This is an optimization exercise on Yosys and OpenROAD, whose aim is small area, a short achievable clock period and few clock cycles per item, not a production implementation.
At most, simulation tests tie the RTL to the original design; equivalence was not proved.

== rev 12 ==
==> module yuv_to_rgb_top, before the edit <==
module yuv_to_rgb_top (
	input logic Clock,
	input logic resetn,
	input logic in_valid,
	input csc_pkg::pixel_t in_y_even,
	input csc_pkg::pixel_t in_y_odd,
	input csc_pkg::pixel_t in_u,
	input csc_pkg::pixel_t in_v,
	output logic in_ready,
	output logic out_valid,
	output csc_pkg::word_t out_data,
	input logic out_credit
);
	localparam logic [1:0] PA = 2'd0;
	localparam logic [1:0] PB = 2'd1;
	localparam logic [1:0] PC = 2'd2;
	localparam logic [1:0] T_NONE = 2'd0;
	localparam logic [1:0] T_EVEN = 2'd1;
	localparam logic [1:0] T_ODD = 2'd2;
	logic [3:0][7:0] s_ye;
	logic [3:0][7:0] s_yo;
	logic [3:0][7:0] s_u;
	logic [3:0][7:0] s_v;
	logic wpar;
	logic [1:0] widx;
	logic rpar;
	logic [3:0] ko;
	logic [1:0] rph;
	logic [2:0] cred;
	logic stall;
	logic [26:0] pre_u;
	logic [26:0] pre_v;
	logic [7:0] yo_r;
	logic [18:0] fcs;
	logic [8:0] fu;
	logic oiss;
	logic [1:0] t1;
	logic [22:0] p1;
	logic [8:0] ub1;
	logic [8:0] vb1;
	logic [1:0] t2;
	logic [22:0] pr2;
	logic [22:0] pg2;
	logic [22:0] pb2;
	logic [7:0] bh;
	logic pend;
	logic v4;
	logic accept;
	logic start_ok;
	logic op_valid;
	logic go;
	logic [1:0] tag_r;
	logic wpar_n;
	logic [1:0] widx_n;
	logic rpar_n;
	logic [3:0] ko_n;
	logic [1:0] rph_n;
	logic [2:0] cred_n;
	logic v4_n;
	logic stall_n;
	logic free_n;
	logic [7:0] rd_ye;
	logic [7:0] rd_yo;
	logic [7:0] rd_u;
	logic [7:0] rd_v;
	logic [22:0] luma;
	logic [26:0] tap_u;
	logic [26:0] tap_v;
	logic [18:0] fir_cs;
	logic [8:0] fir_out;
	logic [22:0] lpr;
	logic [22:0] lpg;
	logic [22:0] lpb;
	logic [7:0] lr;
	logic [7:0] lg;
	logic [7:0] lb;
	assign accept = in_valid && in_ready;
	assign start_ok = !ko[0] || (wpar != rpar);
	assign op_valid = (rph != PA) || start_ok;
	assign go = op_valid && !stall;
	assign tag_r = oiss ? T_ODD : (go && rph == PC) ? T_EVEN : T_NONE;
	always_comb begin
		wpar_n = wpar;
		widx_n = widx;
		if (accept) begin
			widx_n = widx + 2'd1;
			if (widx == 2'd3)
				wpar_n = !wpar;
		end
		rpar_n = rpar;
		ko_n = ko;
		rph_n = rph;
		if (go) begin
			case (rph)
				PA: rph_n = PB;
				PB: rph_n = PC;
				default: begin
					rph_n = PA;
					ko_n = {ko[2:0], ko[3]};
					if (ko[3])
						rpar_n = !rpar;
				end
			endcase
		end
		cred_n = cred - {2'd0, out_valid} + {2'd0, out_credit};
		v4_n = stall || (t2 != T_NONE) || pend;
		stall_n = v4_n && (cred_n == 3'd0);
		if (wpar_n == rpar_n)
			free_n = 1'b1;
		else if (widx_n == 2'd0)
			free_n = ko_n[3] || (ko_n[2] && (rph_n != PA || !stall_n));
		else if (widx_n != 2'd3)
			free_n = ko_n[3] && (rph_n != PA || !stall_n);
		else
			free_n = ko_n[3] && (rph_n == PC) && !stall_n;
	end
	always_ff @(posedge Clock or negedge resetn) begin
		if (!resetn) begin
			wpar <= 1'b0;
			widx <= 2'd0;
			rpar <= 1'b0;
			ko <= 4'b0001;
			rph <= PA;
			cred <= 3'(4);
			stall <= 1'b0;
			in_ready <= 1'b1;
			out_valid <= 1'b0;
			t1 <= T_NONE;
			t2 <= T_NONE;
			pend <= 1'b0;
			oiss <= 1'b0;
			v4 <= 1'b0;
		end else begin
			wpar <= wpar_n;
			widx <= widx_n;
			rpar <= rpar_n;
			ko <= ko_n;
			rph <= rph_n;
			cred <= cred_n;
			stall <= stall_n;
			in_ready <= free_n;
			out_valid <= v4_n && (cred_n != 3'd0);
			v4 <= v4_n;
			if (!stall) begin
				t1 <= tag_r;
				t2 <= t1;
				pend <= (t2 == T_ODD);
				oiss <= go && rph == PC;
			end
		end
	end
	chroma_taps u_taps_u (.k(ko), .c(s_u), .pre(tap_u));
	chroma_taps u_taps_v (.k(ko), .c(s_v), .pre(tap_v));
	always_comb begin
		rd_ye = '0;
		rd_yo = '0;
		rd_u = '0;
		rd_v = '0;
		for (int j = 0; j < 4; j++) begin
			rd_ye |= {8{ko[j]}} & s_ye[j];
			rd_yo |= {8{ko[j]}} & s_yo[j];
			rd_u |= {8{ko[j]}} & s_u[j];
			rd_v |= {8{ko[j]}} & s_v[j];
		end
	end
	csc_luma u_luma (.y(oiss ? yo_r : rd_ye), .p(luma));
	chroma_fir_sum u_fir_sum (.pre(pre_u), .cs(fir_cs));
	chroma_fir_add u_fir_add (.cs(fcs), .fb(fir_out));
	csc_lane_sum u_sum (.p(p1), .ub(ub1), .vb(vb1), .pr(lpr), .pg(lpg), .pb(lpb));
	csc_lane_clip u_clip (.pr(pr2), .pg(pg2), .pb(pb2), .r(lr), .g(lg), .b(lb));
	always_ff @(posedge Clock) begin
		if (accept) begin
			s_ye[widx] <= in_y_even;
			s_yo[widx] <= in_y_odd;
			s_u[widx] <= in_u;
			s_v[widx] <= in_v;
		end
		if (go && rph == PA) begin
			pre_u <= tap_u;
			pre_v <= tap_v;
			yo_r <= rd_yo;
		end
		if (go && rph == PB)
			pre_u <= pre_v;
		if (go && rph != PA)
			fcs <= fir_cs;
		if (go && rph == PC) begin
			fu <= fir_out;
			p1 <= luma;
			ub1 <= {rd_u[7], !rd_u[7], rd_u[6:0]};
			vb1 <= {rd_v[7], !rd_v[7], rd_v[6:0]};
		end
		if (oiss && !stall) begin
			p1 <= luma;
			ub1 <= fu;
			vb1 <= fir_out;
		end
		if (!stall) begin
			if (t1 != T_NONE) begin
				pr2 <= lpr;
				pg2 <= lpg;
				pb2 <= lpb;
			end
			if (t2 == T_EVEN) begin
				out_data <= {lr, lg};
				bh <= lb;
			end else if (t2 == T_ODD) begin
				out_data <= {bh, lr};
			end else if (pend) begin
				out_data <= {lg, lb};
			end
		end
	end
endmodule
==> flow/config.mk <==
export PLATFORM = sky130hd
export DESIGN_NAME = yuv_to_rgb_top
export DESIGN_NICKNAME = yuv_to_rgb_top
export VERILOG_FILES = /design/flow/design.v
export SDC_FILE = /design/flow/constraint.sdc
export NUM_CORES = 4
export LEC_CHECK = 0
export CAP_MARGIN = 20
export CORE_MARGIN = 2
export CORE_UTILIZATION = 40
export SETUP_SLACK_MARGIN = 5
export SLEW_MARGIN = 20
==> flow/constraint.sdc <==
create_clock -name core_clock -period 9.0 [get_ports {Clock}]
set_input_delay 1.8000 -clock core_clock [delete_from_list [all_inputs] [get_ports {Clock}]]
set_output_delay 1.8000 -clock core_clock [all_outputs]
set_load 0.01 [all_outputs]
run.sh (not shown) runs the stock make flow with config.mk's settings and CLKGATE_MAP_FILE= SYNTH_SCRIPT=/design/flow/synth_recipe.tcl, a recipe that flattens the netlist after the stock synthesis.
> inputs changed (rev 12 -> rev 13)
diff --git a/flow/design.v b/flow/design.v
--- a/flow/design.v
+++ b/flow/design.v
@@ -1271,13 +1271,13 @@
 	logic [3:0] ko;
 	logic [1:0] rph;
 	logic [2:0] cred;
 	logic stall;
 	logic [26:0] pre_u;
 	logic [26:0] pre_v;
-	logic [7:0] yo_r;
+	logic [7:0] y_r;
 	logic [18:0] fcs;
 	logic [8:0] fu;
 	logic oiss;
 	logic [1:0] t1;
 	logic [22:0] p1;
 	logic [8:0] ub1;
@@ -1300,14 +1300,13 @@
 	logic [3:0] ko_n;
 	logic [1:0] rph_n;
 	logic [2:0] cred_n;
 	logic v4_n;
 	logic stall_n;
 	logic free_n;
-	logic [7:0] rd_ye;
-	logic [7:0] rd_yo;
+	logic [7:0] rd_y;
 	logic [7:0] rd_u;
 	logic [7:0] rd_v;
 	logic [22:0] luma;
 	logic [26:0] tap_u;
 	logic [26:0] tap_v;
 	logic [18:0] fir_cs;
@@ -1393,24 +1392,22 @@
 			end
 		end
 	end
 	chroma_taps u_taps_u (.k(ko), .c(s_u), .pre(tap_u));
 	chroma_taps u_taps_v (.k(ko), .c(s_v), .pre(tap_v));
 	always_comb begin
-		rd_ye = '0;
-		rd_yo = '0;
+		rd_y = '0;
 		rd_u = '0;
 		rd_v = '0;
 		for (int j = 0; j < 4; j++) begin
-			rd_ye |= {8{ko[j]}} & s_ye[j];
-			rd_yo |= {8{ko[j]}} & s_yo[j];
+			rd_y |= {8{ko[j]}} & ((rph == PB) ? s_ye[j] : s_yo[j]);
 			rd_u |= {8{ko[j]}} & s_u[j];
 			rd_v |= {8{ko[j]}} & s_v[j];
 		end
 	end
-	csc_luma u_luma (.y(oiss ? yo_r : rd_ye), .p(luma));
+	csc_luma u_luma (.y(y_r), .p(luma));
 	chroma_fir_sum u_fir_sum (.pre(pre_u), .cs(fir_cs));
 	chroma_fir_add u_fir_add (.cs(fcs), .fb(fir_out));
 	csc_lane_sum u_sum (.p(p1), .ub(ub1), .vb(vb1), .pr(lpr), .pg(lpg), .pb(lpb));
 	csc_lane_clip u_clip (.pr(pr2), .pg(pg2), .pb(pb2), .r(lr), .g(lg), .b(lb));
 	always_ff @(posedge Clock) begin
 		if (accept) begin
@@ -1419,17 +1416,18 @@
 			s_u[widx] <= in_u;
 			s_v[widx] <= in_v;
 		end
 		if (go && rph == PA) begin
 			pre_u <= tap_u;
 			pre_v <= tap_v;
-			yo_r <= rd_yo;
 		end
 		if (go && rph == PB)
 			pre_u <= pre_v;
 		if (go && rph != PA)
+			y_r <= rd_y;
+		if (go && rph != PA)
 			fcs <= fir_cs;
 		if (go && rph == PC) begin
 			fu <= fir_out;
 			p1 <= luma;
 			ub1 <= {rd_u[7], !rd_u[7], rd_u[6:0]};
 			vb1 <= {rd_v[7], !rd_v[7], rd_v[6:0]};
==> run notes <==
Against rev 12 as the reference, rev 13 delivers a lower ratio of final minimum period to clock period.
Run comparison: rev 12 cell with the biggest individual delay on the critical path sky130_fd_sc_hd__dfrtp_1; rev 13 cell with the biggest individual delay on the critical path sky130_fd_sc_hd__edfxtp_1
Rev 12 → rev 13: logic depth of the worst path, buffers included has decreased, synthesized cell count now sits higher.
Re adder and majority gate portion of the synthesized area: rev 12 was lower than rev 13.
Total die area of rev 13 is on par with rev 12.
Rev 12 → rev 13: number of distinct library cells after synthesis now sits lower, data required time at the worst endpoint now sits lower, cell count now sits higher.
Testbench counts of rev 13, summed over its fixed seeds: cycles 4,680, pairs 1,536.
Function not checked in rev 12: the RTL went through the layout flow alone.

[what the ideal ports hide]
How much do the figures lean on ideal ports? The routed layouts below were timed once more, with nothing changed but the port constraints.
Step 1: set_driving_cell puts a clkbuf_16 on Clock and a buf_2 on each other input, an assumption about the parent block.
Step 2, shift: input delay + t, output delay - t, t = (earliest + latest rising clock arrival at the registers) / 2. This alone moves slack from input paths to output paths.
a / b / c = no drivers / after step 1 / after step 2; a / b = the first two.
| run | shift t [ns] | slack for setup (ns) | hold WS [ns] | worst setup path at the end |
|---|---|---|---|---|
| rev 12 | 0.633 | 5.087 / 5.087 / 4.701 | 0.507 / 0.507 / 0.507 | input to register |
| rev 13 | 0.638 | 5.181 / 5.181 / 4.591 | 0.501 / 0.501 / 0.501 | input to register |
After both steps every run listed still meets setup and hold. The setup slack of rev 13, which loses most, moves by 0.000 ns with the drivers and by -0.590 ns with both steps.
